What follows belongs to an exercise in optimizing a design on an open flow for small area and a short achievable clock period; a production flow would make more cautious choices. RTL that was checked went through simulation tests only; none was proved equivalent to the original.

== exp/indigo ==
## mode_switch_pipe
module mode_switch_pipe #(
    parameter int WIDTH    = 12,
    parameter int LANES    = 4,
    parameter int Q        = 3329,
    parameter int MULT_LAT = 3
) (
    input  logic                   clk,
    input  logic                   rst_n,
    input  logic                   in_valid,
    output logic                   in_ready,
    input  logic [LANES*WIDTH-1:0] in_data,
    input  logic [LANES*WIDTH-1:0] in_tw,
    input  logic                   bf_valid,
    input  logic [LANES*WIDTH-1:0] bf_data,
    input  logic [LANES*WIDTH-1:0] bf_tw,
    output logic                   fwd_valid,
    output logic [LANES*WIDTH-1:0] fwd_data,
    output logic                   ret_valid,
    output logic [LANES*WIDTH-1:0] ret_data,
    input  logic                   mode_req,
    input  logic                   mode_in,
    output logic                   mode,
    output logic                   mode_ack
);
Size: roughly 3800 cells after synthesis, roughly 400 flip-flops, about 37000 um^2 of cells after synthesis.
clock: 25.0 ns
lec_check: 0
cap_margin: 20
core_margin: 2
core_utilization: 72
slew_margin: 20
standard.sh (not shown) runs the stock make flow with config.mk's settings and CLKGATE_MAP_FILE= SYNTH_SCRIPT=/design/flow/synth_recipe.tcl, a recipe that flattens the netlist after the stock synthesis.
==> flow/flow/run.sh <==
#!/bin/bash
# Standard ORFS layout (the standard.sh, standard synthesis) with small port buffers, and
# setup repair aimed well below the 25 ns clock so the resizer works on the real critical paths.
set -euo pipefail
export BUFFER_PORTS_ARGS="-buffer_cell sky130_fd_sc_hd__buf_1"
export SETUP_SLACK_MARGIN=18.8
export CTS_ARGS="-sink_clustering_enable -repair_clock_nets -sink_clustering_size 20 -sink_clustering_max_diameter 150 -dont_use_dummy_load"
bash standard.sh > flow_standard.log 2>&1
exp/indigo closes out successfully: all stages finished, all timing, DRC and antenna checks passed.
Input changes introduced in exp/juniper (baseline for comparison: exp/indigo):
- changing CORE_UTILIZATION from 72 to 65
- setting CTS_CLUSTER_SIZE to 20 for the first time
- setting CTS_CLUSTER_DIAMETER to 150 for the first time
Notes after the runs:
- exp/juniper and exp/indigo ended up with nearly the same transition time at the pin with the least slew margin.
- When exp/juniper is measured against exp/indigo, its mean number of vias per cell turns out about 3.6% lower.
- Between exp/juniper and exp/indigo, the difference in post-route clock period utilization is negligible.
- exp/juniper vs. exp/indigo: arrival time of the worst setup path now sits at about the same level; number of gates given a new drive strength after cts dropped 3.
- Clock buffer count: exp/juniper vs exp/indigo identical
- On first-pass GRT wire length, exp/indigo loses to exp/juniper.
- Die size: exp/juniper exceeds exp/indigo
Modified inputs, exp/violet compared to exp/juniper
==> flow/flow/run.sh <==
#!/bin/bash
# Standard ORFS layout (the standard.sh, standard synthesis) with small port buffers, and
# setup repair aimed well below the 25 ns clock so the resizer works on the real critical paths.
set -euo pipefail
export BUFFER_PORTS_ARGS="-buffer_cell sky130_fd_sc_hd__buf_1"
export SETUP_SLACK_MARGIN=18.95
export CTS_ARGS="-sink_clustering_enable -repair_clock_nets -sink_clustering_size 20 -sink_clustering_max_diameter 150 -dont_use_dummy_load"
bash standard.sh > flow_standard.log 2>&1
### Flow results
Detailed-route wire length delta (exp/violet − exp/juniper): unfavourable
In exp/violet the met2 routing resource usage after global routing turned out 0.29 points higher than in exp/juniper.
exp/violet vs exp/juniper, register fraction of the total cell area went down by 0.18 points.

---

== P ==
mode_switch_pipe, a different RTL version from the one above (not shown whole).
Size: about 400 flip-flops, roughly 300 I/O pins.
==> flow/config.mk <==
export PLATFORM = sky130hd
export DESIGN_NAME = mode_switch_pipe
export DESIGN_NICKNAME = mode_switch_pipe
export VERILOG_FILES = /design/flow/design.v
export SDC_FILE = /design/flow/constraint.sdc
export NUM_CORES = 4
export LEC_CHECK = 0
export CAP_MARGIN = 20
export CORE_MARGIN = 2
export CORE_UTILIZATION = 65
export CTS_BUF_LIST = sky130_fd_sc_hd__clkbuf_8
export SLEW_MARGIN = 20
==> flow/constraint.sdc <==
create_clock -name core_clock -period 25.0 [get_ports {clk}]
set_input_delay 5.0000 -clock core_clock [delete_from_list [all_inputs] [get_ports {clk}]]
set_output_delay 5.0000 -clock core_clock [all_outputs]
set_load 0.01 [all_outputs]
==> flow/flow/run.sh <==
#!/bin/bash
# Standard ORFS layout (the standard.sh, standard synthesis) with small port buffers, and
# setup repair aimed well below the 25 ns clock so the resizer works on the real critical paths.
set -euo pipefail
export BUFFER_PORTS_ARGS="-buffer_cell sky130_fd_sc_hd__buf_1"
export SETUP_SLACK_MARGIN=19.5
bash standard.sh > flow_standard.log 2>&1
The inputs of Q differ from those of P as listed below.
- CTS_BUF_LIST: sky130_fd_sc_hd__clkbuf_8 -> unset
--- outcome ---
- There was hardly any difference in area of combinational cells with multiple inputs between Q and P.
- Against P, first-iteration DRC count in Q came out worse.
- Re clock skew: Q is 15 ps down on P.
No run of this note included a check of the RTL's function; only the layout flow was run.

---

oak:
Another version of the RTL of mode_switch_pipe (not shown whole).
Size: about 3800 cells after synthesis, ~300 I/O pins.
clock: 25.0 ns
lec_check: 0
cap_margin: 20
core_margin: 2
core_utilization: 65
slew_margin: 20
==> flow/flow/run.sh <==
#!/bin/bash
# Standard ORFS layout (the standard.sh, standard synthesis) with small port buffers, and
# setup repair aimed well below the 25 ns clock so the resizer works on the real critical paths.
set -euo pipefail
export BUFFER_PORTS_ARGS="-buffer_cell sky130_fd_sc_hd__buf_1"
export SETUP_SLACK_MARGIN=18.3
bash standard.sh > flow_standard.log 2>&1
diff inputs: oak => pine
# oak
export LEC_CHECK = 0
export CAP_MARGIN = 20
export CORE_MARGIN = 2
export CORE_UTILIZATION = 65
export SLEW_MARGIN = 20
create_clock -name core_clock -period 25.0 [get_ports {clk}]
# pine
export LEC_CHECK = 0
export CAP_MARGIN = 20
export CORE_MARGIN = 2
export CORE_UTILIZATION = 65
export CTS_CLUSTER_DIAMETER = 150
export CTS_CLUSTER_SIZE = 20
export SLEW_MARGIN = 20
create_clock -name core_clock -period 25.0 [get_ports {clk}]
-- flow/flow/run.sh --
<<< oak, line 4
set -euo pipefail
export BUFFER_PORTS_ARGS="-buffer_cell sky130_fd_sc_hd__buf_1"
export SETUP_SLACK_MARGIN=18.3
bash standard.sh > flow_standard.log 2>&1
>>> pine, line 4
set -euo pipefail
export BUFFER_PORTS_ARGS="-buffer_cell sky130_fd_sc_hd__buf_1"
export SETUP_SLACK_MARGIN=18.8
export CTS_ARGS="-sink_clustering_enable -repair_clock_nets -sink_clustering_size 20 -sink_clustering_max_diameter 150 -dont_use_dummy_load"
bash standard.sh > flow_standard.log 2>&1
Results
- Looking at data required time at the worst endpoint, pine sits 5.42 ns below oak.
- In the flow results for oak and pine, the total of plain and repair buffers excluding clock buffers is smaller on oak.
--- input diff pine..birch ---
# pine
export LEC_CHECK = 0
export CAP_MARGIN = 20
export CORE_MARGIN = 2
export CORE_UTILIZATION = 65
export CTS_CLUSTER_DIAMETER = 150
export CTS_CLUSTER_SIZE = 20
export SLEW_MARGIN = 20
create_clock -name core_clock -period 25.0 [get_ports {clk}]
# birch
export LEC_CHECK = 0
export CAP_MARGIN = 20
export CORE_MARGIN = 2
export CORE_UTILIZATION = 65
export SLEW_MARGIN = 20
create_clock -name core_clock -period 25.0 [get_ports {clk}]
==> flow/flow/run.sh <==
#!/bin/bash
# Standard ORFS layout (the standard.sh, standard synthesis) with small port buffers, and
# setup repair aimed well below the 25 ns clock so the resizer works on the real critical paths.
set -euo pipefail
export BUFFER_PORTS_ARGS="-buffer_cell sky130_fd_sc_hd__buf_1"
export SETUP_SLACK_MARGIN=18.8
bash standard.sh > flow_standard.log 2>&1
[summary]
Changes observed in birch relative to pine: growth of design area from synthesis to finish moved up; area used by sequential logic in the layout held steady; wire length on met3 now sits higher.
Modified inputs, maple compared to birch
# birch
export LEC_CHECK = 0
export CAP_MARGIN = 20
export CORE_MARGIN = 2
export CORE_UTILIZATION = 65
export SLEW_MARGIN = 20
create_clock -name core_clock -period 25.0 [get_ports {clk}]
# maple
export LEC_CHECK = 0
export CAP_MARGIN = 20
export CORE_MARGIN = 2
export CORE_UTILIZATION = 65
export CTS_CLUSTER_DIAMETER = 200
export CTS_CLUSTER_SIZE = 30
export SLEW_MARGIN = 20
create_clock -name core_clock -period 25.0 [get_ports {clk}]
-- flow/flow/run.sh --
<<< birch, line 5
export BUFFER_PORTS_ARGS="-buffer_cell sky130_fd_sc_hd__buf_1"
export SETUP_SLACK_MARGIN=18.8
bash standard.sh > flow_standard.log 2>&1
>>> maple, line 5
export BUFFER_PORTS_ARGS="-buffer_cell sky130_fd_sc_hd__buf_1"
export SETUP_SLACK_MARGIN=18.8
export CTS_ARGS="-sink_clustering_enable -repair_clock_nets -sink_clustering_size 30 -sink_clustering_max_diameter 200 -dont_use_dummy_load"
bash standard.sh > flow_standard.log 2>&1
### Flow results
Compared with birch, maple has extra setup slack. On synthesized cell count, birch and maple are neck and neck. Diff birch and maple: clock tree buffer count of the final layout lower in maple. maple vs. birch: post-synthesis cell area stayed essentially flat, proportion of cell area occupied by registers picked up an extra 0.55 points, clock period minus final worst setup slack went down 0.034 ns, sum of routed wire length over all layers went down about 2.6%, number of nets in the layout went down.
The inputs of cedar differ from those of maple as listed below.
==> flow/flow/run.sh <==
#!/bin/bash
# Standard ORFS layout (the standard.sh, standard synthesis) with small port buffers, and
# setup repair aimed well below the 25 ns clock so the resizer works on the real critical paths.
set -euo pipefail
export BUFFER_PORTS_ARGS="-buffer_cell sky130_fd_sc_hd__buf_1"
export SETUP_SLACK_MARGIN=18.8
bash standard.sh > flow_standard.log 2>&1
[summary]
cedar -> maple: detailed placer's ending HPWL delta 0, exact match

---

## onyx
mode_switch_pipe, a different RTL version from the one above (not shown whole).
For scale: about 3600 cells after synthesis, ~300 I/O pins, roughly 35000 um2 of cells after synthesis.
==> flow/config.mk <==
export PLATFORM = sky130hd
export DESIGN_NAME = mode_switch_pipe
export DESIGN_NICKNAME = mode_switch_pipe
export VERILOG_FILES = /design/flow/design.v
export SDC_FILE = /design/flow/constraint.sdc
export NUM_CORES = 4
export LEC_CHECK = 0
export CAP_MARGIN = 20
export CORE_MARGIN = 2
export CORE_UTILIZATION = 65
export CTS_CLUSTER_DIAMETER = 150
export CTS_CLUSTER_SIZE = 20
export SLEW_MARGIN = 20
==> flow/constraint.sdc <==
create_clock -name core_clock -period 25.0 [get_ports {clk}]
set_input_delay 5.0000 -clock core_clock [delete_from_list [all_inputs] [get_ports {clk}]]
set_output_delay 5.0000 -clock core_clock [all_outputs]
set_load 0.01 [all_outputs]
==> flow/flow/run.sh <==
#!/bin/bash
# Standard ORFS layout (the standard.sh, standard synthesis) with small port buffers, and
# setup repair aimed well below the 25 ns clock so the resizer works on the real critical paths.
set -euo pipefail
export BUFFER_PORTS_ARGS="-buffer_cell sky130_fd_sc_hd__buf_1"
export SETUP_SLACK_MARGIN=18.65
export CTS_ARGS="-sink_clustering_enable -repair_clock_nets -sink_clustering_size 20 -sink_clustering_max_diameter 150 -dont_use_dummy_load"
bash standard.sh > flow_standard.log 2>&1
--- input diff onyx..garnet ---
diff --git a/flow/flow/run.sh b/flow/flow/run.sh
--- a/flow/flow/run.sh
+++ b/flow/flow/run.sh
@@ -4,5 +4,5 @@
 set -euo pipefail
 export BUFFER_PORTS_ARGS="-buffer_cell sky130_fd_sc_hd__buf_1"
-export SETUP_SLACK_MARGIN=18.65
+export SETUP_SLACK_MARGIN=18.5
 export CTS_ARGS="-sink_clustering_enable -repair_clock_nets -sink_clustering_size 20 -sink_clustering_max_diameter 150 -dont_use_dummy_load"
 bash standard.sh > flow_standard.log 2>&1
Diff onyx -> garnet | total number of cells along the worst setup path | down by a little under 10%
Comparing garnet and onyx, the higher routed wire length is on onyx.
Per the comparison of garnet with onyx, length of routed met2 wiring fell 500 um; design area fell by 1.4%; fraction of area in registers increased 0.29 points.
What yarrow does differently from garnet at the input level:
diff --git a/flow/flow/run.sh b/flow/flow/run.sh
--- a/flow/flow/run.sh
+++ b/flow/flow/run.sh
@@ -4,5 +4,5 @@
 set -euo pipefail
 export BUFFER_PORTS_ARGS="-buffer_cell sky130_fd_sc_hd__buf_1"
-export SETUP_SLACK_MARGIN=18.5
+export SETUP_SLACK_MARGIN=18.8
 export CTS_ARGS="-sink_clustering_enable -repair_clock_nets -sink_clustering_size 20 -sink_clustering_max_diameter 150 -dont_use_dummy_load"
 bash standard.sh > flow_standard.log 2>&1
[summary]
Looking at the reports, yarrow completed the entire flow and the layout it produced met the timing, DRC and antenna checks. Re global routing usage on met2: yarrow is 1.2 points up on garnet. Ratio of final minimum period to clock period for yarrow is lower than for garnet. Clock-buffer cell count: yarrow vs garnet, no meaningful difference. Delta (yarrow minus garnet): number of filler cells placed in the layout dropped 190, worst hold path depth comparable. Diode insertion count for antenna repair came out exactly the same in yarrow and garnet. Routed wire length delta for yarrow relative to garnet: 3.1% higher.
Function was not checked in any run of this note: the RTL went through the layout flow alone.

## re-timing with driven ports
The flow's constraints put no driver on any port. The routed layouts listed below were extracted and timed again, unchanged, in two steps.
Step 1, drivers: a clkbuf_16 drives clk and a buf_2 each remaining input, both assumed.
Step 2 also shifts input and output timing later by t, the mid clock arrival at the registers, as if the neighbouring blocks saw the same clock.
Slacks: ideal / step 1 / step 2; pairs: ideal / step 1.
| run | t, ns | setup WS [ns] | worst hold slack (ns) | cell pins on the clock port's net |
|---|---|---|---|---|
| exp/indigo | 0.627 | 18.781 / 18.715 / 18.937 | 0.323 / 0.323 / 0.323 | 1 |
| exp/juniper | 0.619 | 18.787 / 18.724 / 18.975 | 0.331 / 0.331 / 0.331 | 1 |
| exp/violet | 0.629 | 18.757 / 18.692 / 19.003 | 0.330 / 0.330 / 0.330 | 1 |
| P | 0.723 | 18.670 / 18.607 / 18.908 | 0.322 / 0.322 / 0.322 | 1 |
| Q | 0.647 | 18.762 / 18.695 / 18.940 | 0.323 / 0.323 / 0.323 | 1 |
| oak | 0.643 | 18.556 / 18.556 / 18.556 | 0.325 / 0.325 / 0.325 | 1 |
| pine | 0.631 | 18.785 / 18.722 / 18.982 | 0.318 / 0.318 / 0.318 | 1 |
| birch | 0.644 | 18.780 / 18.715 / 18.939 | 0.325 / 0.325 / 0.325 | 1 |
| maple | 0.595 | 18.814 / 18.748 / 18.979 | 0.320 / 0.320 / 0.320 | 1 |
| cedar | 0.609 | 18.812 / 18.747 / 18.978 | 0.319 / 0.319 / 0.319 | 1 |
| onyx | 0.620 | 18.697 / 18.688 / 18.697 | 0.325 / 0.325 / 0.325 | 1 |
| garnet | 0.620 | 18.606 / 18.606 / 18.606 | 0.325 / 0.325 / 0.325 | 1 |
| yarrow | 0.621 | 18.663 / 18.663 / 18.663 | 0.323 / 0.323 / 0.323 | 1 |
After both steps every run listed still meets setup and hold.
